What follows belongs to an exercise in optimizing a design on an open flow for small area, a short achievable clock period and few clock cycles per item; a production flow would make more cautious choices.
Function was checked by simulation only, so behaviour that the tests miss may differ from the original.
Power and IR drop assume default switching activity.

File: design/flow/config.mk
export PLATFORM = sky130hd
export DESIGN_NAME = scheduled_led_soft_ramp_dimmer_core
export DESIGN_NICKNAME = scheduled_led_soft_ramp_dimmer_core
export VERILOG_FILES = /design/flow/design.v
export SDC_FILE = /design/flow/constraint.sdc
export NUM_CORES = 4
export LEC_CHECK = 0
export CAP_MARGIN = 20
export CORE_MARGIN = 2
export CORE_UTILIZATION = 40
export SLEW_MARGIN = 20
File: design/flow/constraint.sdc
create_clock -name core_clock -period 10.0 [get_ports {clk_i}]
set_input_delay 2.0000 -clock core_clock [delete_from_list [all_inputs] [get_ports {clk_i}]]
set_output_delay 2.0000 -clock core_clock [all_outputs]
set_load 0.01 [all_outputs]
File: design/flow/design.v
`default_nettype none
package sld_pkg;
  localparam int ChanCount   = 3;
  localparam int OutChannels = 3;
  localparam int MaskW       = 3;
  localparam int ChanIdxW    = (ChanCount > 1) ? $clog2(ChanCount) : 1;
  localparam int DutyW    = 10;
  localparam int PeriodW  = 11;
  localparam int SecondW  = 17;
  localparam int HourW    = 5;
  localparam int MinuteW  = 6;
  localparam int SecW     = 6;
  localparam int CfgIdxW  = 3;
  localparam int CfgDataW = 17;
  localparam int DivW     = DutyW + 1;
  localparam int DivSteps = DivW;
  localparam int DivCntW  = $clog2(DivSteps);
  localparam logic [DivW-1:0]    PeriodOffset  = 11'd430;
  localparam logic [PeriodW-1:0] PeriodBias    = 11'd10;
  localparam logic [PeriodW-1:0] StartPeriod   = 11'd9;
  localparam logic [SecondW-1:0] SecsPerHour   = 17'd3600;
  localparam logic [SecondW-1:0] SecsPerMinute = 17'd60;
  localparam logic [DutyW-1:0]   DivisorReset  = 10'd10;
  localparam logic [DutyW-1:0]   StepReset     = 10'd10;
  localparam logic FuncTime   = 1'b0;
  localparam logic FuncExpiry = 1'b1;
  typedef enum logic [CfgIdxW-1:0] {
    CFG_TARGET_CH1   = 3'd0,
    CFG_TARGET_CH2   = 3'd1,
    CFG_TARGET_CH3   = 3'd2,
    CFG_WIN_START    = 3'd3,
    CFG_WIN_STOP     = 3'd4,
    CFG_SMOOTH       = 3'd5,
    CFG_DIVISOR      = 3'd6,
    CFG_RAMP_STEP    = 3'd7
  } cfg_idx_e;
  typedef struct packed {
    logic               func;
    logic [HourW-1:0]   time_hour;
    logic [MinuteW-1:0] time_minute;
    logic [SecW-1:0]    time_second;
    logic [MaskW-1:0]   expired_mask;
  } sld_in_t;
  typedef struct packed {
    logic [DutyW-1:0]   duty_ch1;
    logic [DutyW-1:0]   duty_ch2;
    logic [DutyW-1:0]   duty_ch3;
    logic [PeriodW-1:0] period_ch1;
    logic [PeriodW-1:0] period_ch2;
    logic [PeriodW-1:0] period_ch3;
    logic               ramp_timer_on;
    logic               pwm_on;
    logic               window_active;
  } sld_out_t;
  typedef struct packed {
    logic load;
    logic apply;
    logic div_start;
    logic div_step;
    logic div_last;
    logic emit;
  } sld_cmd_t;
  typedef struct packed {
    logic pend_any;
    logic out_free;
  } sld_stat_t;
endpackage
`default_nettype wire
`default_nettype none
module sld_tracker (
  input  logic        clk_i,
  input  logic        ld_i,        
  input  logic        ldz_i,       
  input  logic [9:0]  ldr_i,
  input  logic [10:0] ldp_i,
  input  logic        upd_i,       
  input  logic        up_i,        
  input  logic [9:0]  opa_i,       
  input  logic [9:0]  opb_i,       
  input  logic [10:0] qadd_i,      
  output logic [10:0] per_o        
);
  logic [9:0]  r_q;
  logic [10:0] p_q;
  logic [10:0] a_sum, b_sum, p0, p1;
  logic        ge;
  assign a_sum = {1'b0, r_q} + {1'b0, opa_i} + {10'd0, !up_i};
  assign b_sum = {1'b0, r_q} + {1'b1, opb_i} + {10'd0, !up_i};
  assign ge    = !b_sum[10];
  assign p0    = p_q + qadd_i;
  assign p1    = p_q + qadd_i + 11'd1;
  assign per_o = ge ? p1 : p0;
  always_ff @(posedge clk_i) begin
    if (ldz_i) begin
      r_q <= 10'd430;
      p_q <= 11'd10;
    end else if (ld_i) begin
      r_q <= ldr_i;
      p_q <= ldp_i;
    end else if (upd_i) begin
      r_q <= ge ? b_sum[9:0] : a_sum[9:0];
      p_q <= per_o;
    end
  end
endmodule
`default_nettype wire
`default_nettype none
import sld_pkg::*;
module scheduled_led_soft_ramp_dimmer_core (
  input  logic                clk_i,
  input  logic                rst_ni,
  input  logic                cfg_we_i,
  input  logic [CfgIdxW-1:0]  cfg_idx_i,
  input  logic [CfgDataW-1:0] cfg_wdata_i,
  input  logic                in_valid_i,
  output logic                in_ready_o,
  input  logic [20:0]         in_data_i,
  output logic                out_valid_o,
  input  logic                out_ready_i,
  output logic [65:0]         out_data_o
);
  logic [2:0][9:0] tgt_q;
  logic [16:0]     wstart_q, wstop_q;
  logic            smooth_q;
  logic [9:0]      dv_q;      
  logic [9:0]      step_q;
  always_ff @(posedge clk_i or negedge rst_ni) begin
    if (!rst_ni) begin
      tgt_q    <= '0;
      wstart_q <= '0;
      wstop_q  <= '0;
      smooth_q <= 1'b0;
      dv_q     <= DivisorReset;
      step_q   <= StepReset;
    end else if (cfg_we_i) begin
      case (cfg_idx_i)
        3'd0: tgt_q[0] <= cfg_wdata_i[9:0];
        3'd1: tgt_q[1] <= cfg_wdata_i[9:0];
        3'd2: tgt_q[2] <= cfg_wdata_i[9:0];
        3'd3: wstart_q <= cfg_wdata_i;
        3'd4: wstop_q  <= cfg_wdata_i;
        3'd5: smooth_q <= cfg_wdata_i[0];
        3'd6: dv_q     <= (cfg_wdata_i[9:0] == 10'd0) ? 10'd1 : cfg_wdata_i[9:0];
        default: step_q <= cfg_wdata_i[9:0];
      endcase
    end
  end
  logic       wr_div, wr_step;
  logic [2:0] wr_tgt;
  assign wr_div  = cfg_we_i && (cfg_idx_i == 3'd6);
  assign wr_step = cfg_we_i && (cfg_idx_i == 3'd7);
  assign wr_tgt  = {cfg_we_i && (cfg_idx_i == 3'd2),
                    cfg_we_i && (cfg_idx_i == 3'd1),
                    cfg_we_i && (cfg_idx_i == 3'd0)};
  logic [20:0] e0_q;
  logic        ev_q, pv1_q;
  logic [1:0]  qc_q;        
  logic        take, adv1, adv2, go;
  logic [3:0]  p1_q;        
  logic [16:0] n1_q;        
  logic [12:0] hh;          
  logic [9:0]  mm;          
  logic [4:0]  qa_q, qb_q;  
  logic [4:0]  q_in;
  assign hh = {e0_q[19:15], 8'd0} - {3'd0, e0_q[19:15], 5'd0} + {8'd0, e0_q[19:15]};
  assign mm = {e0_q[14:9], 4'd0} - {4'd0, e0_q[14:9]};
  assign adv2       = pv1_q && !qc_q[1];
  assign adv1       = ev_q && (!pv1_q || !qc_q[1]);
  assign in_ready_o = !ev_q || !pv1_q || !qc_q[1];
  assign take       = in_valid_i && in_ready_o;
  always_ff @(posedge clk_i or negedge rst_ni) begin
    if (!rst_ni) begin
      ev_q  <= 1'b0;
      pv1_q <= 1'b0;
      qc_q  <= '0;
    end else begin
      if (take)      ev_q <= 1'b1;
      else if (adv1) ev_q <= 1'b0;
      if (adv1)      pv1_q <= 1'b1;
      else if (adv2) pv1_q <= 1'b0;
      qc_q <= qc_q + {1'b0, adv2} - {1'b0, go};
    end
  end
  assign q_in = {p1_q, (n1_q >= wstart_q) && (n1_q < wstop_q)};
  always_ff @(posedge clk_i) begin
    if (take) e0_q <= in_data_i;
    if (adv1) begin
      p1_q <= {e0_q[20], e0_q[2:0]};
      n1_q <= {hh, 4'd0} + {5'd0, mm, 2'd0} + {11'd0, e0_q[8:3]};
    end
    if (go) begin
      qa_q <= qc_q[1] ? qb_q : q_in;
    end else if (adv2 && qc_q == 2'd0) begin
      qa_q <= q_in;
    end
    if (adv2 && (qc_q == 2'd1) && !go) qb_q <= q_in;
  end
  logic        h_func, h_win;
  logic [2:0]  h_mask;
  assign h_func = qa_q[4];
  assign h_mask = qa_q[3:1];
  assign h_win  = qa_q[0];
  logic [9:0]  sa_q, sb_q, sq_q;
  logic        svalid_q, sbusy_q, sfin_q;
  logic [3:0]  scnt_q;
  logic [10:0] s_x, s_xs;
  logic        s_ge;
  logic        powered_q, powered_d, flip;
  assign s_x  = sbusy_q ? {sa_q, sq_q[9]} : (sfin_q ? {1'b0, sa_q} : {1'b0, step_q});
  assign s_xs = s_x - {1'b0, dv_q};
  assign s_ge = s_x >= {1'b0, dv_q};
  assign flip = powered_d != powered_q;
  always_ff @(posedge clk_i or negedge rst_ni) begin
    if (!rst_ni) begin
      svalid_q <= 1'b0;
      sbusy_q  <= 1'b0;
      sfin_q   <= 1'b0;
      scnt_q   <= '0;
    end else if (wr_div || wr_step) begin
      svalid_q <= 1'b0;
      sbusy_q  <= 1'b0;
      sfin_q   <= 1'b0;
    end else if (sbusy_q) begin
      scnt_q <= scnt_q + 4'd1;
      if (scnt_q == 4'd9) begin
        sbusy_q <= 1'b0;
        sfin_q  <= 1'b1;
      end
    end else if (sfin_q) begin
      sfin_q   <= 1'b0;
      svalid_q <= 1'b1;
    end else if (!svalid_q) begin
      sbusy_q <= s_ge;
      sfin_q  <= !s_ge;
      scnt_q  <= (step_q[9:6] == 4'd0) ? 4'd4 : 4'd0;
    end
  end
  always_ff @(posedge clk_i) begin
    if (!(wr_div || wr_step)) begin
      if (sbusy_q) begin
        sa_q <= s_ge ? s_xs[9:0] : s_x[9:0];
        sq_q <= {sq_q[8:0], s_ge};
      end else if (sfin_q) begin
        sa_q <= powered_d ? sa_q : ~s_xs[9:0];
        sb_q <= powered_d ? s_xs[9:0] : ~sa_q;
        sq_q <= powered_d ? sq_q : ~sq_q;
      end else if (!svalid_q) begin
        sa_q <= s_ge ? 10'd0 : step_q;
        sq_q <= !s_ge ? 10'd0 : (step_q[9:6] == 4'd0) ? {step_q[5:0], 4'd0} : step_q;
      end else if (flip) begin
        sa_q <= ~sb_q;
        sb_q <= ~sa_q;
        sq_q <= ~sq_q;
      end
    end
  end
  logic             run_q, oen_q;
  logic [2:0][9:0]  cur_q, dst_q, app_q;
  logic [2:0][10:0] per_q;
  logic [2:0]       done_q, mv_q;
  logic [2:0]       tz_q, tz_d;    
  logic             run_d, oen_d;
  logic [2:0][9:0]  cur_d, dst_d, app_d;
  logic [2:0][10:0] per_d;
  logic [2:0]       done_d, mv_d;
  logic [2:0]       t_valid_q, t_upd, t_ldz, t_ld, kill;
  logic [2:0]       t_drop, t_drop_q;   
  logic             sw_on0;             
  logic [2:0][9:0]  t_v;
  logic [2:0][10:0] t_per;
  logic             d_gt430;
  assign d_gt430 = dv_q > 10'd430;
  logic [2:0]       at_dst, tgt_nz, cur_nz;
  logic [2:0][9:0]  up_sum, dn_dif;
  logic [2:0][11:0] up_gap;
  logic [2:0]       up_clamp, dn_zero;
  logic [2:0]       done_up, done_dn;
  logic             fin_up, fin_dn;
  logic             stall;
  always_comb begin
    for (int i = 0; i < 3; i++) begin
      at_dst[i]   = cur_q[i] == dst_q[i];
      tgt_nz[i]   = tgt_q[i] != 10'd0;
      cur_nz[i]   = cur_q[i] != 10'd0;
      up_sum[i]   = cur_q[i] + step_q;
      up_gap[i]   = {2'b0, cur_q[i]} + {2'b0, step_q} - {2'b0, dst_q[i]};
      up_clamp[i] = !up_gap[i][11];
      dn_dif[i]   = cur_q[i] - step_q;
      dn_zero[i]  = cur_q[i] <= step_q;
      t_v[i]      = tz_q[i] ? 10'd0 : (powered_q && at_dst[i]) ? tgt_q[i] : cur_q[i];
    end
  end
  assign done_up = done_q | (h_mask & up_clamp);
  assign done_dn = done_q & ~(h_mask & dn_zero);
  assign fin_up  = &done_up;
  assign fin_dn  = ~|done_dn;
  logic [2:0] need, need_tz;
  assign need    = (h_func && run_q) ? (h_mask & mv_q) : 3'b0;
  assign need_tz = (qc_q != 2'd0) ? (need & tz_q) : 3'b0;
  assign stall   = (need & ~(t_valid_q & ~tz_q & {3{svalid_q}})) != 3'b0;
  assign go    = (qc_q != 2'd0) && (!out_valid_o || out_ready_i) && !stall;
  always_comb begin
    powered_d = powered_q;
    run_d     = run_q;
    oen_d     = oen_q;
    cur_d     = cur_q;
    dst_d     = dst_q;
    app_d     = app_q;
    per_d     = per_q;
    done_d    = done_q;
    mv_d      = mv_q;
    t_drop    = '0;
    tz_d      = tz_q & ~need_tz;
    if (wr_div) tz_d = {3{!powered_q}};
    sw_on0    = 1'b0;
    t_upd     = '0;
    if (go) begin
      if (!h_func) begin
        if (h_win && !powered_q) begin
          powered_d = 1'b1;
          if (smooth_q) begin
            for (int i = 0; i < 3; i++) begin
              cur_d[i]  = '0;
              per_d[i]  = StartPeriod;
              done_d[i] = 1'b0;
              dst_d[i]  = tgt_q[i];
            end
            mv_d  = tgt_nz;
            run_d = 1'b1;
            sw_on0 = 1'b1;
            tz_d   = '0;
          end else begin
            run_d   = 1'b0;
            app_d   = tgt_q;
            oen_d   = 1'b1;
            t_drop  = at_dst | tz_q;
            tz_d    = '0;
          end
        end else if (!h_win && powered_q) begin
          powered_d = 1'b0;
          if (smooth_q) begin
            for (int i = 0; i < 3; i++) begin
              if (at_dst[i]) cur_d[i] = tgt_q[i];
              dst_d[i]  = '0;
              done_d[i] = 1'b1;
              mv_d[i]   = at_dst[i] ? tgt_nz[i] : cur_nz[i];
            end
            run_d = 1'b1;
          end else begin
            run_d   = 1'b0;
            oen_d   = 1'b0;
            app_d   = '0;
            t_drop  = at_dst;
          end
        end
      end else if (run_q) begin
        for (int i = 0; i < 3; i++) begin
          if (h_mask[i]) begin
            t_upd[i] = mv_q[i];
            if (powered_q) begin
              if (up_clamp[i]) begin
                cur_d[i]   = dst_q[i];
                mv_d[i]    = 1'b0;
                t_drop[i] = mv_q[i];
              end else begin
                cur_d[i] = up_sum[i];
                per_d[i] = t_per[i];
              end
            end else begin
              if (dn_zero[i]) begin
                cur_d[i]   = '0;
                mv_d[i]    = 1'b0;
                t_drop[i] = mv_q[i];
              end else begin
                cur_d[i] = dn_dif[i];
                per_d[i] = t_per[i];
              end
            end
            app_d[i] = cur_d[i];
            oen_d    = 1'b1;
          end
        end
        done_d = powered_q ? done_up : done_dn;
        if (powered_q ? fin_up : fin_dn) run_d = 1'b0;
        if (!powered_q && fin_dn) begin
          oen_d = 1'b0;
          app_d = '0;
        end
      end
    end
  end
  always_ff @(posedge clk_i or negedge rst_ni) begin
    if (!rst_ni) begin
      powered_q <= 1'b0;
      run_q     <= 1'b0;
      oen_q     <= 1'b0;
      cur_q     <= '0;
      dst_q     <= '0;
      app_q     <= '0;
      per_q     <= {3{StartPeriod}};
      done_q    <= '0;
      mv_q      <= '0;
      tz_q      <= '0;
      t_drop_q  <= '0;
    end else begin
      powered_q <= powered_d;
      run_q     <= run_d;
      oen_q     <= oen_d;
      cur_q     <= cur_d;
      dst_q     <= dst_d;
      app_q     <= app_d;
      per_q     <= per_d;
      done_q    <= done_d;
      mv_q      <= mv_d;
      tz_q      <= tz_d;
      t_drop_q  <= t_drop;
    end
  end
  logic [2:0]  need_rb, v_zero, zsel, dsel, dtgt_q, dtgt_d, du_wr;
  logic        du_idle, du_start, du_zero;
  logic        dbusy_q, dfin_q;
  logic [3:0]  dcnt_q;
  logic [9:0]  dr_q, dv_sel;
  logic [10:0] dq_q, d_trial, d_sum, d_p;
  logic        d_ge;
  always_comb begin
    for (int i = 0; i < 3; i++) v_zero[i] = tz_q[i] || (t_v[i] == 10'd0);
  end
  assign kill    = {3{wr_div}} | wr_tgt | need_tz | t_drop_q | (sw_on0 ? ~tz_q : 3'b0);
  assign need_rb = ~t_valid_q & ~dtgt_q;
  assign du_idle = !dbusy_q && !dfin_q;
  assign zsel    = need_rb & v_zero;
  assign du_zero = zsel != 3'b0;
  assign dsel    = du_zero   ? zsel :
                   need_rb[0] ? 3'b001 :
                   need_rb[1] ? 3'b010 : 3'b100;
  assign du_start = du_idle && !wr_div && (need_rb != 3'b0) && !(du_zero && d_gt430);
  assign dv_sel  = du_zero ? 10'd0 : need_rb[0] ? t_v[0] : need_rb[1] ? t_v[1] : t_v[2];
  assign du_wr   = dfin_q ? (dtgt_q & ~kill) : 3'b0;
  assign t_ldz = ((sw_on0 && d_gt430) ? ~tz_q : 3'b0)
               | ((du_idle && d_gt430) ? (zsel & ~kill) : 3'b0);
  assign t_ld  = du_wr;
  always_comb begin
    dtgt_d = dtgt_q & ~kill;
    if (wr_div || dfin_q)     dtgt_d = '0;
    else if (du_start)        dtgt_d = dsel & ~kill;
  end
  assign d_trial = {dr_q, dq_q[10]};
  assign d_sum   = d_trial - {1'b0, dv_q};
  assign d_ge    = !d_sum[10];
  assign d_p     = dq_q + 11'd10;
  always_ff @(posedge clk_i or negedge rst_ni) begin
    if (!rst_ni) begin
      t_valid_q <= '0;
      dtgt_q    <= '0;
      dbusy_q   <= 1'b0;
      dfin_q    <= 1'b0;
      dcnt_q    <= '0;
    end else begin
      t_valid_q <= (t_valid_q & ~kill) | t_ldz | t_ld;
      dtgt_q    <= dtgt_d;
      if (wr_div || dtgt_d == 3'b0) begin
        dbusy_q <= 1'b0;
        dfin_q  <= 1'b0;
      end else if (du_start) begin
        dbusy_q <= 1'b1;
        dcnt_q  <= du_zero ? 4'd2 : 4'd0;
      end else if (dbusy_q) begin
        dcnt_q <= dcnt_q + 4'd1;
        if (dcnt_q == 4'd10) begin
          dbusy_q <= 1'b0;
          dfin_q  <= 1'b1;
        end
      end
    end
  end
  always_ff @(posedge clk_i) begin
    if (du_start) begin
      dr_q <= '0;
      dq_q <= du_zero ? {9'd430, 2'd0} : {1'b0, dv_sel} + 11'd430;
    end else if (dbusy_q) begin
      dr_q <= d_ge ? d_sum[9:0] : d_trial[9:0];
      dq_q <= {dq_q[9:0], d_ge};
    end
  end
  for (genvar i = 0; i < 3; i++) begin : g_trk
    sld_tracker u_trk (
      .clk_i     (clk_i),
      .ld_i      (t_ld[i]),
      .ldz_i     (t_ldz[i]),
      .ldr_i     (dr_q),
      .ldp_i     (d_p),
      .upd_i     (t_upd[i]),
      .up_i      (powered_q),
      .opa_i     (sa_q),
      .opb_i     (sb_q),
      .qadd_i    ({!powered_q, sq_q}),
      .per_o     (t_per[i])
    );
  end
  logic out_valid_q;
  always_ff @(posedge clk_i or negedge rst_ni) begin
    if (!rst_ni)          out_valid_q <= 1'b0;
    else if (go)          out_valid_q <= 1'b1;
    else if (out_ready_i) out_valid_q <= 1'b0;
  end
  assign out_valid_o = out_valid_q;
  assign out_data_o  = {app_q[0], app_q[1], app_q[2],
                        per_q[0], per_q[1], per_q[2],
                        run_q, oen_q, powered_q};
endmodule
`default_nettype wire
File: design/flow/flow/run.sh
#!/bin/bash
set -euo pipefail
bash standard.sh finish SETUP_SLACK_MARGIN=6 > make.log 2>&1
File: design/flow/standard.sh
#!/bin/bash
# synth_recipe.tcl (not shown) runs the flow's synth.tcl, then flattens the netlist and writes it again
# the make line also repeats each setting of config.mk as NAME=value (left out here)
make -C /OpenROAD-flow-scripts/flow DESIGN_CONFIG=/design/flow/config.mk WORK_HOME=/design/flow/orfs CLKGATE_MAP_FILE= SYNTH_SCRIPT=/design/flow/synth_recipe.tcl "${@:-finish}"
==> results of run 1 <==
-- repair_timing --
item,in CTS,in global routing
buffers inserted,40,22
endpoints found under the setup margin,250,194
resized for setup,119,115
pin swaps,18,32
cloned,5,5
-- synth_stat cells, types with 26 or more instances --
cell type	instances
edfxtp_1	93
a221oi_1	38
nand2_1	328
o21bai_1	26
a22oi_1	32
inv_1	247
nor2_1	258
xor2_1	82
fa_1	53
a211oi_1	34
nor2b_1	36
dfrtp_1	237
a21oi_1	258
mux2i_1	104
xnor2_1	124
nand3_1	83
mux2_2	76
nand4_1	27
nor3_1	50
o211ai_1	33
dfxtp_1	73
ha_1	257
o22ai_1	36
a21o_1	65
clkbuf_1	122
o21ai_0	240
-- state kept, by name, indices dropped and copies added (netlist names), 10 cells and up --
name / cells
per_q: 33
cur_q: 30
sq_q: 10
dq_q: 11
dv_q: 10
g_trk.u_trk.p_q: 33
wstart_q: 17
g_trk.u_trk.r_q: 30
e0_q: 21
step_q: 10
tgt_q: 30
dr_q: 10
n1_q: 17
dst_q: 30
sa_q: 10
wstop_q: 17
sb_q: 10
app_q: 30
-- through the flow --
step / instances / utilization, % / setup slack [ns]
after global routing: 4555 / 47.6 / 5.86
final: 4555 / 47.6 / 6.06
after CTS: 4528 / 46.7 / 5.99
after global placement: 4387 / 43.2 / 4.35
after detailed placement: 4387 / 43.2 / 4.27
after floorplan: 3407 / - / 6.00
-- layer usage --
metal / global-route usage [%] / part of all wire [%] / vias up / routed length (µm)
met5: 0 / 0.013 / - / 13
met4: 10.3 / 4.0 / 2 / 4130
met3: 4.11 / 7.3 / 215 / 7600
met2: 41.1 / 45 / 1026 / 46900
met1: 35.6 / 44 / 13044 / 45200
li1: - / - / 12524 / -
-- layout make-up --
class	count	area, µm²	area share, %
well taps	978	1220	3.40
multi-input cells	2591	19300	53.6
repair buffers	228	2280	6.34
clock buffers	65	1400	3.89
clock inverters	31	383	1.06
flip-flops and latches	413	10500	29.0
inverters	249	967	2.68
-- power groups by stage --
stage	logic (mW)	registers, mW	clock network [mW]
2_1_floorplan	6.23	3.03	0
3_3_place_gp	8.42	3.38	0
3_5_place_dp	8.47	3.37	0
4_1_cts	9.01	3.35	2.02
5_1_grt	10.5	3.44	2.08
6_report	9.53	3.38	1.98
-- worst max-delay path, stage by stage (launching register included) --
cell        delay, ns
dfstp_4          0.68
clkinvlp_4       0.13
buf_6            0.14
buf_6            0.13
fa_1             0.53
inv_1            0.04
ha_1             0.25
and3b_1          0.14
o21a_1           0.11
o21a_1           0.17
o211ai_1         0.10
a22o_2           0.33
buf_6            0.15
buf_16           0.14
o21ai_0          0.21
a2bb2o_4         0.25
a22oi_2          0.24
a21oi_1          0.11
-- how the worst max path moves through the flow --
stage	depth (start not counted)	slack (ns)	startpoint	end
global placement	10	4.35	cfg_idx_i[0]	g_trk[1].u_trk.p_q[8]
detailed placement	10	4.27	cfg_idx_i[0]	g_trk[1].u_trk.p_q[8]
global route	16	5.86	e0_q[10]	n1_q[14]
finish	17	6.06	step_q[1]	app_q[9]
CTS	13	5.99	cfg_idx_i[2]	g_trk[1].u_trk.p_q[8]
floorplan	14	6.00	powered_q	g_trk[0].u_trk.p_q[10]
-- cells by family (layout without fill, tap and decap cells) --
logic type,Yosys count,count (layout)
fa+ha+maj,310,310
compound gates,956,958
xor+xnor,206,206
mux,180,180
simple gates,935,937
buf+inv,407,573
flops,413,413
==> results.txt, run 1 <==
Critical Path Sink Type flop; P&R area growth vs syn 18.2%; largest family of logic cells by synthesized area compound AO/OA/AOI/OAI gates; Int Power 7.68 mW; capture point of the worst reg-to-reg path app_q[9]; fin. max-slew vios 0; Die Y 280 µm; Max-cap violations 0; FF-to-FF setup slack 6.06 ns; Avg WL per Cell 22.8 µm; Hold Startpoint e0_q[0]; vias in the first global route 25363; cells on worst reg2reg path 17; setup TNS 0 ns; P_leak 15.4 nW; TritonCTS Buffers 51; drt drc 0; clock buffer depth 3; DIE WIDTH 280 µm; Synth area leaders dfrtp_1 19%, ha_1 11%, edfxtp_1 9.2%, dfxtp_1 4.8%, a21oi_1 4.2%; Sinks on Clock Net 413; initial core utilization 40.3%; antenna fix cells 0; number of fillers in the final layout 7188; dpl cell area 0.0327 mm²; Synth top area share 19.5%; Seq cells post-synth 413; post-route minimum period 3.94 ns; Syn Inst Count 3407; Min-Delay Path Depth 0; Finish-stage setup viols 0; reg-to-reg critical path startpoint step_q[1]; CP arrival 4.45 ns; Reg power frac 22.7%; Sw Pwr 7.20 mW; Simple-Gate Fraction of Synth Area 14.2%; post-route antenna net violation count 0; Logic pwr share 64.0%; Switching Share 48.4%; status finished clean; synthesized-area fraction occupied by adder cells 14.0%; Critical Path RT 10.51 ns; first-pass GRT wire length 156000 µm; Crit Path Max Fanout 10; Clock Latency Late Sink 0.63 ns; Iter 0 DRT Violations 2469; grt ovf 0; clk_skew 0.0500 ns; Max Freq 254 MHz; post-route cell area 0.0360 mm²; RSZ-0062 raised after global routing yes; worst min-delay path endpoint p1_q[0]; largest net degree at the start of global routing 160; sequential fraction of the synthesis area 34.3%; Hold Vio Cnt, Final 0; Worst Hold Class reg -> reg; core area 0.0757 mm²; critical path class reg -> reg; cell area after synthesis 0.0305 mm²; initial antenna violation count 6; GPL Wtd Cong 0.963; I/O pins 114; most frequent cells in the layout 320 x nand2_1, 255 x ha_1, 251 x nor2_1; crit start category flop; number of synthesized flops with an enable pin 93; peak supply drop 0.167 mV; Post-synth ARST share 59.8%; Yosys warning total 2; CTS tree yes; clk slew on worst S/H paths 0.07 ns; Tcrit/Tclk final 39.4%; hold_ws 0.418 ns; DR vias 26811; syn avg cell area 8.95 µm²; syn nets 3763; power per standard cell area 413 mW/mm²; Total GRT Usage 26.0%; mux share of post-synthesis cell area 6.22%; CTS H-tree lvls 2; Pwr Total 14.9 mW; Unique masters post-synth 87; DR vias/cell 5.89; Synth Area in Compound Gates 20.2%; leading area contributor after synthesis dfrtp_1; Clk pwr share 13.3%; worst slew pin tran 1.15 ns; Post-Route WL 104000 µm; commonest non-fill, non-tap cell in the layout nand2_1; I/O Buffers 113; top_reg_cell synth dfrtp_1; die area 0.0784 mm²; row count 101; fin nets 3890; XOR/XNOR Fraction of Synth Area 5.92%; root buf cell clkbuf_16; relative slew slack 23.4%; First-pass DRT Iterations 7; DP Wirelength 72400 µm; share of layout cells above drive strength 1 12.6%; Hold Buf Count CTS 0
Testbench counts, summed over its fixed seeds: cycles 4,549, items 3,822.
==> inputs of run 2 (changes only) <==
==> design/flow/flow/run.sh (replaced) <==
#!/bin/bash
set -euo pipefail
bash standard.sh finish SETUP_SLACK_MARGIN=6.25 \
  'BUFFER_PORTS_ARGS=-buffer_cell sky130_fd_sc_hd__buf_2' > make.log 2>&1
==> results.txt, run 2 <==
status finished clean; power per standard cell area 420 mW/mm² (+1.6%); vias in the first global route 25385 (+0.087%); Post-Route WL 105000 µm (+1.3%); sequential fraction of the synthesis area 34.3% (unchanged); initial antenna violation count 2 (-4); Hold Buf Count CTS 0 (unchanged); area of the multi-input gates 0.0199 mm² (+2.8%); CP arrival 4.27 ns (-0.18 ns); GPL Wtd Cong 0.969 (+0.60%); DIE WIDTH 280 µm (unchanged); Crit Path Max Fanout 5 (-5); Synth top area share 19.5% (unchanged); P&R area growth vs syn 19.5%; root buf cell clkbuf_16; Finish-stage setup viols 0 (unchanged); drt drc 0 (unchanged); leading area contributor after synthesis dfrtp_1; RSZ-0062 raised after global routing yes; critical path class reg -> reg; CTS H-tree lvls 2 (unchanged); CTS tree yes; cell area after synthesis 0.0305 mm² (unchanged); first-pass GRT wire length 156000 µm (+0.28%); I/O Buffers 113 (unchanged); fin util 48.1% (+0.52 points); hold_ws 0.423 ns (+0.00451 ns); Max Freq 264 MHz (+3.8%); TritonCTS Buffers 51 (unchanged); clk slew on worst S/H paths 0.06 ns (about the same); commonest non-fill, non-tap cell in the layout nand2_1; biggest registers after layout g_trk.u_trk.p_q (33), per_q (33); First-pass DRT Iterations 5 (-2); I/O pins 114 (unchanged); top_reg_cell synth dfrtp_1; Unique masters post-synth 87 (unchanged); Die Y 280 µm (unchanged); Syn Inst Count 3407 (unchanged); crit-path cells clkinvlp_4, buf_6, fa_1, inv_1, ha_1, and3b_1, o21a_1, o21a_1, o211ai_1, a22o_4, buf_4, mux2i_1, o21ai_1, a221oi_1, a21oi_1; Sinks on Clock Net 413 (unchanged); Worst Hold Class reg -> reg; initial core utilization 40.3% (unchanged); relative slew slack 22.2% (-1.2 points); Max-cap violations 0 (unchanged); syn nets 3763 (unchanged); share of layout cells above drive strength 1 19.3% (+6.7 points); number of synthesized flops with an enable pin 93 (unchanged); P_leak 15.9 nW (+2.8%); Critical Path RT 10.48 ns (-0.03 ns); cell with the most instances after synthesis nand2_1; core area 0.0757 mm² (unchanged); post-route cell area 0.0364 mm² (+1.1%); DP Wirelength 72300 µm (-0.12%); die area 0.0784 mm² (unchanged); Iter 0 DRT Violations 2431 (-1.5%); Avg WL per Cell 22.8 µm (+0.20%); DR vias/cell 5.86 (-0.41%); Hold Vio Cnt, Final 0 (unchanged); fin. max-slew vios 0 (unchanged); Critical Path Sink Type flop; largest stage delay on the critical path 0.67 ns (about the same); Reg area 0.0105 mm² (about the same); clock buffer depth 3 (unchanged); peak supply drop 0.187 mV (+12%); clk_skew 0.0534 ns (+0.00343 ns); Total GRT Usage 25.9% (-0.081 points); dpl cell area 0.0322 mm² (-1.4%); worst slew pin tran 1.16 ns (+0.0172 ns); setup TNS 0 ns (unchanged); row count 101 (unchanged); syn avg cell area 8.95 µm² (unchanged); Slowest-stage cell, CP dfstp_4; number of fillers in the final layout 7098 (-1.3%); Post-synth ARST share 59.8% (unchanged); grt ovf 0 (unchanged); most instantiated cells after synthesis 328 x nand2_1, 258 x a21oi_1, 258 x nor2_1; antenna fix cells 0 (unchanged); most frequent cells in the layout 318 x nand2_1, 256 x ha_1, 246 x nor2_1; post-route minimum period 3.79 ns (-0.145 ns); crit start category flop; cell mode on critical path o21a_1; Synth area leaders dfrtp_1 19%, ha_1 11%, edfxtp_1 9.2%, dfxtp_1 4.8%, a21oi_1 4.2%; Yosys warning total 2 (unchanged); Clock Latency Late Sink 0.65 ns (+0.02 ns); fin nets 3940 (+1.3%); Tcrit/Tclk final 37.9% (-1.5 points); largest net degree at the start of global routing 82 (-49%); DR vias 26993 (+0.68%); post-route antenna net violation count 0 (unchanged); Seq cells post-synth 413 (unchanged)
[run 2: final timing paths]
path                            from         to  slack, ns  cells after the start
setup / recovery           step_q[1]   cur_q[8]       6.21                     15
hold / removal               e0_q[3]    n1_q[0]       0.42                      0
max in group asynchronous     rst_ni  step_q[0]       6.71                      3
min in group asynchronous     rst_ni  per_q[27]       1.34                      1
hold reg to reg              e0_q[3]    n1_q[0]       0.42                      0
setup reg to reg           step_q[1]   cur_q[8]       6.21                     15
[run 2: per-layer routing]
metal,part of all wire [%],vias to the layer above,global-route usage [%]
met5,0.041,-,0
met4,3.4,4,8.67
met3,8.0,205,4.01
met2,44,1099,40.2
met1,44,13066,36.8
li1,-,12619,-
[run 2: through the flow]
step           instances  worst slack, ns  power, mW
6_report            4605             6.21       15.3
5_1_grt             4605             6.08       16.4
4_1_cts             4535             6.18       14.4
3_5_place_dp        4384             5.09       11.7
3_3_place_gp        4384             5.17       11.7
2_1_floorplan       3407             6.15       9.33
[run 2: timing repair]
item / CTS / global route
endpoints found under the setup margin: 245 / 209
setup buffers: 48 / 61
cloned: 7 / 9
pin swaps: 46 / 88
resized for setup: 170 / 150
[run 2: critical path: cells and delay by family, from the launching register on]
family | cells | cell delay (ns)
adder cells (fa/ha/maj) | 2 | 0.79
AO/OA/AOI/OAI | 7 | 1.37
flip-flops | 1 | 0.67
multiplexers | 1 | 0.16
AND/OR/NAND/NOR | 1 | 0.16
buffers and inverters | 4 | 0.49
[run 2: final cells by class]
class | count | share of cell area [%]
multi-input cells | 2593 | 54.5
flip-flops and latches | 413 | 28.7
repair buffers | 276 | 5.76
clock buffers | 73 | 4.10
well taps | 978 | 3.36
inverters | 249 | 2.65
clock inverters | 23 | 0.879
[run 2: logic make-up after synthesis]
group,share of synthesized area [%]
AOI/OAI and AO/OA,20.2
xor gates and xnor gates,5.92
adders and majority gates,14.0
buffers and inverters,5.16
DFF,34.3
muxes,6.22
and+or+nand+nor,14.2
[run 2: power by group]
group	total [mW]	internal, mW	switching [mW]	leakage, nW
registers	3.36	2.49	0.870	4.53
clock network	2.00	1.18	0.817	0.880
logic	9.93	4.15	5.78	10.5
==> inputs of run 3 (changes only) <==
==> design/flow/flow/run.sh (replaced) <==
#!/bin/bash
set -euo pipefail
bash standard.sh finish SETUP_SLACK_MARGIN=6 \
  'BUFFER_PORTS_ARGS=-buffer_cell sky130_fd_sc_hd__buf_2' > make.log 2>&1
--- a/design/flow/config.mk
+++ b/design/flow/config.mk
@@ -8,4 +8,5 @@
 export CAP_MARGIN = 20
 export CORE_MARGIN = 2
 export CORE_UTILIZATION = 40
+export CTS_BUF_LIST = sky130_fd_sc_hd__clkbuf_4 sky130_fd_sc_hd__clkbuf_8
 export SLEW_MARGIN = 20
==> results.txt, run 3 <==
Synth area leaders dfrtp_1 19%, ha_1 11%, edfxtp_1 9.2%, dfxtp_1 4.8%, a21oi_1 4.2%; Setup crit start out_ready_i; clk slew on worst S/H paths 0.06 ns (about the same); syn avg cell area 8.95 µm² (unchanged); Total GRT Usage 26.2% (+0.27 points); Unique masters post-synth 87 (unchanged); Tcrit/Tclk final 40.0% (+2.1 points); number of fillers in the final layout 7276 (+2.5%); Synth top area share 19.5% (unchanged); DIE WIDTH 280 µm (unchanged); Hold Startpoint e0_q[3]; cell with the most instances after synthesis nand2_1; setup TNS 0 ns (unchanged); peak supply drop 0.163 mV (-13%); Clock Latency Late Sink 0.70 ns (+0.05 ns); hold_ws 0.417 ns (-0.00553 ns); clk_skew 0.0736 ns (+0.0202 ns); root buf cell clkbuf_8; vias in the first global route 25743 (+1.4%); fin nets 3894 (-1.2%); clock buffer depth 3 (unchanged); CTS H-tree lvls 3 (+1); Int Power 7.29 mW (-6.7%); Sinks on Clock Net 413 (unchanged); row count 101 (unchanged); I/O pins 114 (unchanged); cells on worst reg2reg path 16 (+1); worst slew pin tran 1.12 ns (-0.0439 ns); Max-cap violations 0 (unchanged); XOR/XNOR Fraction of Synth Area 5.92% (unchanged); commonest non-fill, non-tap cell in the layout nand2_1; capture point of the worst reg-to-reg path dcnt_q[1]; Clk pwr share 12.9% (-0.2 points); I/O Buffers 113 (unchanged); DR vias/cell 5.87 (+0.15%); Hold Buf Count CTS 0 (unchanged); TritonCTS Buffers 78 (+53%); Iter 0 DRT Violations 2462 (+1.3%); Max Freq 250 MHz (-5.1%); Hold Vio Cnt, Final 0 (unchanged); fin. max-slew vios 0 (unchanged); Switching Share 49.5% (+0.59 points); initial antenna violation count 4 (+2); die area 0.0784 mm² (unchanged); Critical Path RT 10.56 ns (+0.08 ns); Reg power frac 23.4% (+1.4 points); met3 Use GR 4.25% (+0.24 points); Simple-Gate Fraction of Synth Area 14.2% (unchanged); post-route cell area 0.0351 mm² (-3.8%); core area 0.0757 mm² (unchanged); Avg WL per Cell 22.8 µm (-0.12%); post-route minimum period 4.00 ns (+0.205 ns); most frequent cells in the layout 323 x nand2_1, 256 x ha_1, 251 x nor2_1; biggest registers after layout g_trk.u_trk.p_q (33), per_q (33); Seq cells post-synth 413 (unchanged); Post-synth ARST share 59.8% (unchanged); Min-Delay Path Depth 0 (unchanged); synthesized-area fraction occupied by adder cells 14.0% (unchanged); number of synthesized flops with an enable pin 93 (unchanged); P&R area growth vs syn 15.0%; DR vias 26909 (-0.31%); crit start category input port; P_leak 15.3 nW (-3.3%); Logic pwr share 63.7% (-1.3 points); RSZ-0062 raised after global routing yes; post-route antenna net violation count 0 (unchanged); Critical Path Sink Type flop; Syn Inst Count 3407 (unchanged); Worst Hold Class reg -> reg; Post-Route WL 105000 µm (-0.57%); status finished clean; Yosys warning total 2 (unchanged); GPL Wtd Cong 0.964 (-0.46%); Top Usage Layer GRT met2; worst min-delay path endpoint n1_q[0]; CTS tree yes; First-pass DRT Iterations 6 (+1); Finish-stage setup viols 0 (unchanged); Crit Path Max Fanout 10 (+5); initial core utilization 40.3% (unchanged); top_reg_cell synth dfrtp_1; Sw Pwr 7.14 mW (-4.5%); CP arrival 4.56 ns (+0.29 ns); drt drc 0 (unchanged); leading area contributor after synthesis dfrtp_1; met2 Use GR 41.2% (+1.0 points); largest family of logic cells by synthesized area compound AO/OA/AOI/OAI gates; Die Y 280 µm (unchanged); GR Util met1 35.3% (-1.5 points); most instantiated cells after synthesis 328 x nand2_1, 258 x a21oi_1, 258 x nor2_1; syn nets 3763 (unchanged); mux share of post-synthesis cell area 6.22% (unchanged); first-pass GRT wire length 156000 µm (about the same); DP Wirelength 73300 µm (+1.4%); FF-to-FF setup slack 6.05 ns (-0.16 ns); dpl cell area 0.0321 mm² (-0.42%); relative slew slack 25.2% (+2.9 points); largest net degree at the start of global routing 73 (-11%); reg-to-reg critical path startpoint powered_q; Synth Area in Compound Gates 20.2% (unchanged); share of layout cells above drive strength 1 16.1% (-3.2 points); power per standard cell area 412 mW/mm² (-1.9%); cell area after synthesis 0.0305 mm² (unchanged); grt ovf 0 (unchanged); sequential fraction of the synthesis area 34.3% (unchanged); critical path class in -> reg
==> run 3: cell counts after synthesis <==
Identical to the previous run, type by type.
==> run 3: metal layers <==
| layer | part of all wire, % | up-vias |
|---|---|---|
| li1 | - | 12548 |
| met1 | 43 | 13009 |
| met2 | 45 | 1074 |
| met3 | 7.4 | 278 |
| met4 | 5.0 | 0 |
| met5 | 0 | - |
==> run 3: power groups by stage <==
| stage | clock [mW] | sequential (mW) | combinational (mW) |
|---|---|---|---|
| after global routing | 1.96 | 3.44 | 10.1 |
| after CTS | 1.90 | 3.36 | 8.63 |
| after floorplan | 0 | 3.03 | 6.23 |
| after global placement | 0 | 3.38 | 8.27 |
| after detailed placement | 0 | 3.38 | 8.33 |
| final | 1.85 | 3.38 | 9.20 |
==> run 3: how the worst max path moves through the flow <==
| stage | endpoint | slack [ns] |
|---|---|---|
| final | dcnt_q[1] | 6.00 |
| after global routing | dcnt_q[1] | 5.91 |
| after CTS | g_trk[1].u_trk.p_q[8] | 6.00 |
| after detailed placement | g_trk[0].u_trk.p_q[6] | 4.73 |
| after global placement | g_trk[0].u_trk.p_q[6] | 4.83 |
| after floorplan | g_trk[0].u_trk.p_q[10] | 6.00 |
==> run 3: logic make-up after synthesis <==
kind of cell               Yosys count
AOI/OAI and AO/OA                  956
xor gates and xnor gates           206
adders and majority gates          310
buffers and inverters              407
DFF                                413
muxes                              180
and+or+nand+nor                    935
==> run 3: what timing repair did <==
action | CTS | global route
cloned | 3 | 4
endpoints found under the setup margin | 226 | 207
setup buffers | 20 | 24
resized for setup | 67 | 120
pin swaps | 9 | 33
==> run 3: critical path, stage by stage <==
cell	delay, ns
buf_2	0.08
nor2b_2	0.06
a211oi_1	0.29
and4_1	0.38
nand2_1	0.25
o21a_1	0.38
a211oi_1	0.40
a2111oi_2	0.12
nor3_4	0.21
buf_12	0.15
nor2_1	0.04
o22a_1	0.18
==> run 3: layout make-up <==
type | instances | area [µm²] | share of cell area [%]
Clock buffer | 122 | 1500 | 4.27
Tap cell | 978 | 1220 | 3.49
Sequential cell | 413 | 10500 | 29.8
Inverter | 249 | 963 | 2.75
Multi-Input combinational cell | 2591 | 19200 | 54.8
Antenna cell | 3 | 7.51 | 0.0214
Timing Repair Buffer | 205 | 1460 | 4.17
Clock inverter | 23 | 240 | 0.685
==> run 3: through the flow <==
stage          util [%]  power, mW  std cells  worst slack, ns
2_1_floorplan         -       9.26       3407             6.00
3_3_place_gp       42.4       11.7       4385             4.83
3_5_place_dp       42.4       11.7       4385             4.73
4_1_cts            45.3       13.9       4553             6.00
5_1_grt            46.3       15.5       4583             5.91
6_report           46.3       14.4       4584             6.00
==> inputs of run 4 (changes only) <==
--- a/design/flow/config.mk
+++ b/design/flow/config.mk
@@ -8,5 +8,5 @@
 export CAP_MARGIN = 20
 export CORE_MARGIN = 2
 export CORE_UTILIZATION = 40
-export CTS_BUF_LIST = sky130_fd_sc_hd__clkbuf_4 sky130_fd_sc_hd__clkbuf_8
+export PLACE_DENSITY = 0.75
 export SLEW_MARGIN = 20
==> results.txt, run 4 <==
status finished clean; Int Power 7.22 mW (-1.0%); sequential fraction of the synthesis area 34.3% (unchanged); largest stage delay on the critical path 0.60 ns (+0.20 ns); Hold Vio Cnt, Final 0 (unchanged); DR vias 27303 (+1.5%); relative slew slack 29.6% (+4.5 points); crit-path cells clkinvlp_4, buf_4, fa_1, inv_1, ha_1, and3b_1, o21a_1, o21a_1, o211ai_1, a211oi_1, buf_4, nor2_4, buf_4, mux2i_1, o21ai_0, a221oi_1, a21oi_1; grt ovf 0 (unchanged); Sw Pwr 7.10 mW (-0.53%); Post-Route WL 101000 µm (-3.1%); Crit path buffers/inverters 5 (+3); most frequent cells in the layout 325 x nand2_1, 256 x ha_1, 252 x nor2_1; Total GRT Usage 24.9% (-1.3 points); TritonCTS Buffers 48 (-38%); crit start category flop; Avg WL per Cell 22.4 µm (-1.7%); commonest non-fill, non-tap cell in the layout nand2_1; Crit Path Max Fanout 8 (-2); Finish-stage setup viols 0 (unchanged); critical path class reg -> reg; DIE WIDTH 280 µm (unchanged); GPL Wtd Cong 0.993 (+3.0%); Clk pwr share 13.1% (+0.2 points); worst slew pin tran 1.05 ns (-0.0672 ns); clock buffer depth 3 (unchanged); root buf cell clkbuf_16; First-pass DRT Iterations 6 (unchanged); Tcrit/Tclk final 39.8% (-0.13 points); Hold Buf Count CTS 0 (unchanged); Seq cells post-synth 413 (unchanged); Switching Share 49.6% (+0.12 points); most instantiated cells after synthesis 328 x nand2_1, 258 x a21oi_1, 258 x nor2_1; initial antenna violation count 9 (+5); Clock Latency Late Sink 0.62 ns (-0.08 ns); number of fillers in the final layout 7085 (-2.6%); syn avg cell area 8.95 µm² (unchanged); CTS tree yes; I/O Buffers 113 (unchanged); Die Y 280 µm (unchanged); RSZ-0062 raised after global routing yes; CTS H-tree lvls 2 (-1); drt drc 0 (unchanged); DP Wirelength 71700 µm (-2.1%); clk slew on worst S/H paths 0.07 ns (about the same); kind of cell adding the most delay to the critical path compound AO/OA/AOI/OAI gates; Unique masters post-synth 87 (unchanged); cell area after synthesis 0.0305 mm² (unchanged); core area 0.0757 mm² (unchanged); post-route minimum period 3.98 ns (-0.0130 ns); vias in the first global route 25752 (+0.035%); Critical Path RT 10.49 ns (-0.07 ns); P_leak 15.2 nW (-1.2%); cell with the most instances after synthesis nand2_1; cell mode on critical path buf_4; Syn Inst Count 3407 (unchanged); die area 0.0784 mm² (unchanged); Yosys warning total 2 (unchanged); first-pass GRT wire length 152000 µm (-3.2%); row count 101 (unchanged); setup ws final 6.02 ns (+0.0130 ns); Max Freq 251 MHz (+0.33%); hold_ws 0.421 ns (+0.00332 ns); post-route antenna net violation count 0 (unchanged); Worst Hold Class reg -> reg; top_reg_cell synth dfrtp_1; fin util 45.9% (-0.44 points); initial core utilization 40.3% (unchanged); CP arrival 4.47 ns (-0.09 ns); Sinks on Clock Net 413 (unchanged); setup TNS 0 ns (unchanged); Place WS 4.91 ns (+0.189 ns); fin. max-slew vios 0 (unchanged); syn nets 3763 (unchanged); clk_skew 0.0370 ns (-0.0366 ns); number of synthesized flops with an enable pin 93 (unchanged); Synth area leaders dfrtp_1 19%, ha_1 11%, edfxtp_1 9.2%, dfxtp_1 4.8%, a21oi_1 4.2%; fin nets 3858 (-0.92%); Synth top area share 19.5% (unchanged); Iter 0 DRT Violations 2893 (+18%); largest net degree at the start of global routing 126 (+73%); P&R area growth vs syn 13.9%; leading area contributor after synthesis dfrtp_1; share of layout cells above drive strength 1 14.0% (-2.1 points); DR vias/cell 6.04 (+2.8%); Critical Path Sink Type flop; Logic pwr share 63.1% (-0.6 points); Post-synth ARST share 59.8% (unchanged); Max-cap violations 0 (unchanged); Reg power frac 23.8% (+0.4 points); peak supply drop 0.179 mV (+9.5%); power per standard cell area 412 mW/mm² (+0.18%); I/O pins 114 (unchanged); Slowest-stage cell, CP dfstp_2; biggest registers after layout g_trk.u_trk.p_q (33), per_q (33); Pwr Total 14.3 mW (-0.77%)
## run 4: cell counts after synthesis
No cell type changed its count.
## run 4: cell type report
class / count / area [µm²] / share of cell area, %
clock buffers: 67 / 1470 / 4.23
repair buffers: 199 / 1390 / 4.00
diodes: 3 / 7.51 / 0.0216
inverters: 249 / 961 / 2.77
multi-input cells: 2591 / 19000 / 54.8
well taps: 978 / 1220 / 3.52
flip-flops and latches: 413 / 10500 / 30.1
clock inverters: 23 / 206 / 0.595
## run 4: power groups by stage
stage | Combinational [mW] | Sequential [mW] | Clock (mW)
final | 9.04 | 3.41 | 1.87
after detailed placement | 8.29 | 3.39 | 0
after floorplan | 6.23 | 3.03 | 0
after CTS | 8.58 | 3.36 | 1.89
after global placement | 8.14 | 3.39 | 0
after global routing | 9.90 | 3.45 | 1.95
## run 4: cells by family after synthesis
kind of cell	Yosys count	share of synthesized area [%]
AND/OR/NAND/NOR	935	14.2
flip-flops	413	34.3
multiplexers	180	6.22
adder cells (fa/ha/maj)	310	14.0
buffers and inverters	407	5.16
XOR/XNOR	206	5.92
AO/OA/AOI/OAI	956	20.2
## run 4: per-stage QoR
step	area [µm²]	cells
after floorplan	30500	3407
after global placement	32100	4384
after detailed placement	32100	4384
after CTS	34200	4505
after global routing	34700	4521
final	34700	4523
## run 4: what timing repair did
action                                  in CTS  in global routing
endpoints found under the setup margin     203                198
pin swaps                                    5                 13
resized for setup                           65                 70
cloned                                       1                  6
buffers inserted                            30                  7
## run 4: metal layers
| metal | global-route usage [%] | part of all wire (%) | vias to the layer above | wire length (µm) |
|---|---|---|---|---|
| met4 | 12.2 | 5.8 | 4 | 5890 |
| met3 | 5.93 | 11 | 352 | 11000 |
| met2 | 38.6 | 44 | 1429 | 44200 |
| met5 | 0 | 0.026 | - | 26 |
| met1 | 32.4 | 40 | 13060 | 40300 |
| li1 | - | - | 12458 | - |
## run 4: worst paths after layout
kind	startpoint	to	slack, ns	cells after the start
setup / recovery	step_q[1]	cur_q[13]	6.02	17
hold / removal	e0_q[3]	n1_q[0]	0.42	0
setup reg to reg	step_q[1]	cur_q[13]	6.02	17
hold reg to reg	e0_q[3]	n1_q[0]	0.42	0
max in group asynchronous	rst_ni	tgt_q[19]	6.95	3
min in group asynchronous	rst_ni	per_q[12]	1.26	1
==> inputs of run 5 (changes only) <==
--- a/design/flow/config.mk
+++ b/design/flow/config.mk
@@ -8,5 +8,4 @@
 export CAP_MARGIN = 20
 export CORE_MARGIN = 2
 export CORE_UTILIZATION = 40
-export PLACE_DENSITY = 0.75
 export SLEW_MARGIN = 20
==> results.txt, run 5 <==
status finished clean; Avg WL per Cell 22.8 µm (+1.6%); Synth area leaders dfrtp_1 19%, ha_1 11%, edfxtp_1 9.2%, dfxtp_1 4.8%, a21oi_1 4.2%; commonest non-fill, non-tap cell in the layout nand2_1; Synth top area share 19.5% (unchanged); power per standard cell area 410 mW/mm² (-0.46%); grt ovf 0 (unchanged); top_reg_cell synth dfrtp_1; syn nets 3763 (unchanged); P&R area growth vs syn 14.2%; DR vias 26733 (-2.1%); largest stage delay on the critical path 0.37 ns (-0.23 ns); core area 0.0757 mm² (unchanged); Max Freq 254 MHz (+1.3%); die area 0.0784 mm² (unchanged); First-pass DRT Iterations 6 (unchanged); kind of cell adding the most delay to the critical path compound AO/OA/AOI/OAI gates; Post-Route WL 103000 µm (+1.7%); Post-synth ARST share 59.8% (unchanged); initial core utilization 40.3% (unchanged); GPL Wtd Cong 0.964 (-2.9%); Critical Path RT 10.50 ns (about the same); Yosys warning total 2 (unchanged); initial antenna violation count 5 (-4); Die Y 280 µm (unchanged); drt drc 0 (unchanged); I/O Buffers 113 (unchanged); CTS H-tree lvls 2 (unchanged); critical path class in -> reg; sequential fraction of the synthesis area 34.3% (unchanged); Unique masters post-synth 87 (unchanged); Max-cap violations 0 (unchanged); setup TNS 0 ns (unchanged); setup ws final 6.07 ns (+0.0507 ns); Clock Latency Late Sink 0.63 ns (about the same); RSZ-0062 raised after global routing yes; DR vias/cell 5.91 (-2.2%); row count 101 (unchanged); relative slew slack 24.9% (-4.8 points); clk slew on worst S/H paths 0.06 ns (about the same); largest net degree at the start of global routing 73 (-42%); post-route antenna net violation count 0 (unchanged); Worst Hold Class reg -> reg; Critical Path Sink Type flop; DP Wirelength 73300 µm (+2.2%); Tcrit/Tclk final 39.3% (-0.51 points); P_leak 15.2 nW (about the same); number of synthesized flops with an enable pin 93 (unchanged); fin. max-slew vios 0 (unchanged); Crit path buffers/inverters 2 (-3); Hold Buf Count CTS 0 (unchanged); biggest registers after layout g_trk.u_trk.p_q (33), per_q (33); post-route minimum period 3.93 ns (-0.0507 ns); CP arrival 4.43 ns (-0.04 ns); Seq cells post-synth 413 (unchanged); leading area contributor after synthesis dfrtp_1; most frequent cells in the layout 324 x nand2_1, 256 x ha_1, 250 x nor2_1; Pwr Total 14.3 mW (-0.20%); vias in the first global route 25558 (-0.75%); Sinks on Clock Net 413 (unchanged); worst slew pin tran 1.12 ns (+0.0663 ns); Place WS 4.73 ns (-0.189 ns); syn avg cell area 8.95 µm² (unchanged); fin util 46.0% (+0.12 points); peak supply drop 0.236 mV (+32%); share of layout cells above drive strength 1 14.1% (+0.13 points); Hold Vio Cnt, Final 0 (unchanged); Total GRT Usage 25.9% (+1.0 points); root buf cell clkbuf_16; fin nets 3857 (-0.026%); Iter 0 DRT Violations 2536 (-12%); I/O pins 114 (unchanged); cell with the most instances after synthesis nand2_1; cell area after synthesis 0.0305 mm² (unchanged); TritonCTS Buffers 51 (+6.3%); clk_skew 0.0469 ns (+0.00986 ns); first-pass GRT wire length 156000 µm (+2.7%); most instantiated cells after synthesis 328 x nand2_1, 258 x a21oi_1, 258 x nor2_1; Syn Inst Count 3407 (unchanged); Slowest-stage cell, CP and4_2; CTS tree yes; DIE WIDTH 280 µm (unchanged); crit start category input port; Finish-stage setup viols 0 (unchanged); clock buffer depth 3 (unchanged); crit-path cells buf_2, nor2b_2, a211oi_1, and4_2, nand2_1, o21a_2, a211oi_2, a2111oi_4, nor3_4, buf_12, nor2_1, o22a_1; Crit Path Max Fanout 10 (+2)
run 5: power by group:
part / switching, mW / internal (mW) / leakage, nW
logic: 5.37 / 3.68 / 9.80
clock network: 0.792 / 1.07 / 0.821
registers: 0.883 / 2.49 / 4.53
total: 7.05 / 7.24 / 15.2
run 5: path summary, 6_finish.rpt:
check	startpoint	to	slack, ns	cells past startpoint
max in group asynchronous	rst_ni	per_q[15]	6.64	3
min in group asynchronous	rst_ni	per_q[12]	1.38	1
min	e0_q[3]	n1_q[0]	0.42	0
max reg2reg	powered_q	g_trk[2].u_trk.p_q[5]	6.09	15
min reg2reg	e0_q[3]	n1_q[0]	0.42	0
max	out_ready_i	dcnt_q[1]	6.07	12
run 5: through the flow:
step           hold WS [ns]  instance area (µm²)  cells
2_1_floorplan         0.400                30500   3407
3_3_place_gp          0.411                32100   4385
3_5_place_dp          0.406                32100   4385
4_1_cts               0.419                34300   4506
5_1_grt               0.434                34800   4524
6_report              0.417                34800   4527
run 5: cell type report:
class / count / area, µm²
flip-flops and latches: 413 / 10500
diodes: 5 / 12.5
multi-input cells: 2589 / 19100
inverters: 249 / 961
fillers: 7257 / 40900
repair buffers: 197 / 1360
clock inverters: 25 / 238
clock buffers: 71 / 1450
well taps: 978 / 1220
run 5: logic make-up (layout without fill, tap and decap cells):
family	count (synthesis)	in the layout	synth area share, %
xor+xnor	206	206	5.92
simple gates	935	936	14.2
mux	180	180	6.22
other cells	0	5	0
buf+inv	407	542	5.16
fa+ha+maj	310	310	14.0
flops	413	413	34.3
compound gates	956	957	20.2
run 5: what timing repair did:
action	4_1_cts	5_1_grt
gates resized for setup	65	99
setup endpoints to repair	229	201
pin swaps	5	19
cloned	2	1
setup buffers	23	15
run 5: routing by layer:
metal | wire [µm] | GRT usage, %
met1 | 44200 | 35.3
met2 | 46000 | 40.8
met3 | 7880 | 3.83
met4 | 4950 | 11.4
met5 | 13 | 0
==> inputs of run 6 (changes only) <==
--- a/design/flow/config.mk
+++ b/design/flow/config.mk
@@ -5,7 +5,7 @@
 export SDC_FILE = /design/flow/constraint.sdc
 export NUM_CORES = 4
 export LEC_CHECK = 0
-export CAP_MARGIN = 20
+export CAP_MARGIN = 5
 export CORE_MARGIN = 2
 export CORE_UTILIZATION = 40
-export SLEW_MARGIN = 20
+export SLEW_MARGIN = 5
==> results.txt, run 6 <==
status finished clean; clock buffer depth 3 (unchanged); critical path class in -> reg; crit start category input port; CTS H-tree lvls 2 (unchanged); Logic pwr share 63.4% (about the same); initial antenna violation count 5 (unchanged); Post-Route WL 103000 µm (+0.15%); number of fillers in the final layout 7257 (unchanged); number of synthesized flops with an enable pin 93 (unchanged); First-pass DRT Iterations 6 (unchanged); Tcrit/Tclk final 39.3% (about the same); capture point of the worst reg-to-reg path g_trk[2].u_trk.p_q[5]; Total GRT Usage 25.9% (unchanged); Int Power 7.24 mW (about the same); Max-cap violations 0 (unchanged); DR vias/cell 5.90 (about the same); Setup crit start out_ready_i; met3 Use GR 3.83% (unchanged); drt drc 0 (unchanged); met2 Use GR 40.8% (unchanged); fin nets 3857 (unchanged); Switching Share 49.3% (about the same); fin. max-slew vios 0 (unchanged); Avg WL per Cell 22.8 µm (+0.15%); RSZ-0062 raised after global routing yes; DIE WIDTH 280 µm (unchanged); CTS tree yes; leading area contributor after synthesis dfrtp_1; peak supply drop 0.236 mV (about the same); Reg power frac 23.6% (about the same); Syn Inst Count 3407 (unchanged); Clk pwr share 13.1% (about the same); Crit Path Max Fanout 10 (unchanged); Hold Buf Count CTS 0 (unchanged); initial core utilization 40.3% (unchanged); Post-synth ARST share 59.8% (unchanged); CP arrival 4.43 ns (about the same); Clock Latency Late Sink 0.63 ns (about the same); most instantiated cells after synthesis 328 x nand2_1, 258 x a21oi_1, 258 x nor2_1; cell with the most instances after synthesis nand2_1; sequential fraction of the synthesis area 34.3% (unchanged); P&R area growth vs syn 14.2% (about the same); biggest registers after layout g_trk.u_trk.p_q (33), per_q (33); most frequent cells in the layout 324 x nand2_1, 256 x ha_1, 250 x nor2_1; Setup crit end dcnt_q[1]; I/O Buffers 113 (unchanged); Critical Path Sink Type flop; Synth top area share 19.5% (unchanged); P_leak 15.2 nW (about the same); Sw Pwr 7.05 mW (about the same); clk slew on worst S/H paths 0.06 ns (about the same); Hold Startpoint e0_q[3]; Max Freq 254 MHz (about the same); GR Util met1 35.3% (unchanged); Final Instance Count excl. Fillers 4527 (unchanged); Hold Vio Cnt, Final 0 (unchanged); commonest non-fill, non-tap cell in the layout nand2_1; post-route antenna net violation count 0 (unchanged); vias in the first global route 25558 (unchanged); relative slew slack 19.7% (-5.1 points); Critical Path RT 10.50 ns (about the same); die area 0.0784 mm² (unchanged); # placed instances 4385 (unchanged); I/O pins 114 (unchanged); share of layout cells above drive strength 1 14.1% (unchanged); FF-to-FF setup slack 6.08 ns (about the same); root buf cell clkbuf_16; Die Y 280 µm (unchanged); cell area after synthesis 0.0305 mm² (unchanged); core area 0.0757 mm² (unchanged); Unique masters post-synth 87 (unchanged); Synth area leaders dfrtp_1 19%, ha_1 11%, edfxtp_1 9.2%, dfxtp_1 4.8%, a21oi_1 4.2%; DR vias 26728 (-0.019%); Finish-stage setup viols 0 (unchanged); GPL Wtd Cong 0.964 (unchanged); grt ovf 0 (unchanged); reg-to-reg critical path startpoint powered_q; syn avg cell area 8.95 µm² (unchanged); Worst Hold Class reg -> reg; Top Usage Layer GRT met2; power per standard cell area 411 mW/mm² (about the same); TritonCTS Buffers 51 (unchanged); syn nets 3763 (unchanged); Iter 0 DRT Violations 2544 (+0.32%); top_reg_cell synth dfrtp_1; DP Wirelength 73300 µm (unchanged); cells on worst reg2reg path 15 (unchanged); Seq cells post-synth 413 (unchanged); worst slew pin tran 1.20 ns (+0.0777 ns); clk_skew 0.0478 ns (+0.000915 ns); largest net degree at the start of global routing 73 (unchanged); setup TNS 0 ns (unchanged); Sinks on Clock Net 413 (unchanged); row count 101 (unchanged); Yosys warning total 2 (unchanged); post-route minimum period 3.93 ns (+0.000520 ns); first-pass GRT wire length 156000 µm (unchanged)
## run 6: cell counts after synthesis
Identical to the previous run, type by type.
## run 6: power by group through the flow
stage	Sequential (mW)	Combinational [mW]	Clock (mW)
floorplan	3.03	6.23	0
global placement	3.38	8.27	0
detailed placement	3.38	8.33	0
CTS	3.35	8.61	1.90
global route	3.44	9.99	1.97
finish	3.37	9.06	1.87
## run 6: layout make-up
| cell class | count | area (µm²) | share of cell area, % |
|---|---|---|---|
| inverters | 249 | 961 | 2.76 |
| clock buffers | 71 | 1450 | 4.17 |
| well taps | 978 | 1220 | 3.52 |
| multi-input cells | 2589 | 19100 | 54.9 |
| flip-flops and latches | 413 | 10500 | 30.0 |
| diodes | 5 | 12.5 | 0.0359 |
| repair buffers | 197 | 1360 | 3.90 |
| clock inverters | 25 | 238 | 0.683 |
## run 6: worst max-delay path, cell delays in order
cell and delay [ns]:
buf_2 0.08, nor2b_2 0.07, a211oi_1 0.28, and4_2 0.36, nand2_1 0.22, o21a_2 0.36, a211oi_2 0.34, a2111oi_4 0.11
nor3_4 0.22, buf_12 0.15, nor2_1 0.04, o22a_1 0.18
## run 6: how the worst min path moves through the flow
stage,end,slack (ns),cells past startpoint
after floorplan,n1_q[0],0.40,0
after global placement,p1_q[0],0.41,0
after detailed placement,n1_q[0],0.41,0
after CTS,n1_q[0],0.42,0
after global routing,n1_q[1],0.43,0
final,n1_q[0],0.42,0
## run 6: what timing repair did
item / in CTS / in global routing
resized for setup: 65 / 99
setup buffers: 23 / 15
pin swaps: 5 / 19
setup endpoints to repair: 229 / 201
gates cloned: 2 / 1
## run 6: logic make-up (layout without fill, tap and decap cells)
family / after synthesis / count (layout) / share of synthesized area [%]
AOI/OAI and AO/OA: 956 / 957 / 20.2
and+or+nand+nor: 935 / 936 / 14.2
DFF: 413 / 413 / 34.3
buffers and inverters: 407 / 542 / 5.16
adders and majority gates: 310 / 310 / 14.0
xor gates and xnor gates: 206 / 206 / 5.92
muxes: 180 / 180 / 6.22
other: 0 / 5 / 0
## run 6: metrics by stage
stage                     area (µm²)  hold WS (ns)  power (mW)  setup slack [ns]  utilization [%]
after floorplan                30500         0.400        9.26              6.00                -
after global placement         32100         0.411        11.7              4.83             42.4
after detailed placement       32100         0.406        11.7              4.73             42.4
after CTS                      34300         0.419        13.9              5.98             45.3
after global routing           34800         0.434        15.4              5.93             46.0
final                          34800         0.417        14.3              6.07             46.0
## run 6: metal layers
layer,share of wire [%],wire (µm)
met3,7.4,7680
met1,43,44500
met2,45,46300
met4,4.6,4780
met5,0.013,13

[separate check: timing with driven ports]
The results above use ideal ports. As a check the final layouts listed here were re-extracted and re-timed, cells and wires unchanged. Step 1 (the two cells are an assumption about what drives the block):
set clk [get_ports {clk_i}]
set_driving_cell -lib_cell sky130_fd_sc_hd__clkbuf_16 $clk
set_driving_cell -lib_cell sky130_fd_sc_hd__buf_2 [delete_from_list [all_inputs] $clk]
Step 2 adds t to the input delays and takes it off the output delays; t is the mean of the earliest and latest rising clock arrival at the registers after step 1. Input paths then give back, and output paths get back, about the clock's delay inside the block. Three values: ideal ports, drivers, drivers and shift; two values: the first two.
| run | t (ns) | setup WS [ns] | hold WS [ns] | clock arrival spread, ns | pins driven straight from the clock port |
|---|---|---|---|---|---|
| run 1 | 0.671 | 6.065 / 6.065 / 5.440 | 0.418 / 0.418 / 0.418 | 0.053 / 0.053 | 1 |
| run 2 | 0.697 | 6.210 / 6.210 / 5.648 | 0.423 / 0.423 / 0.423 | 0.053 / 0.054 | 1 |
| run 3 | 0.734 | 6.005 / 6.050 / 5.315 | 0.417 / 0.417 / 0.417 | 0.073 / 0.073 | 1 |
| run 4 | 0.669 | 6.018 / 6.018 / 5.451 | 0.421 / 0.421 / 0.421 | 0.037 / 0.037 | 1 |
| run 5 | 0.668 | 6.068 / 6.090 / 5.444 | 0.417 / 0.417 / 0.417 | 0.054 / 0.053 | 1 |
| run 6 | 0.668 | 6.068 / 6.079 / 5.443 | 0.417 / 0.417 / 0.417 | 0.054 / 0.055 | 1 |
After both steps setup and hold are still met in every run listed. The setup slack of run 3, which loses most, moves by +0.045 ns with the drivers and by -0.690 ns with both steps.
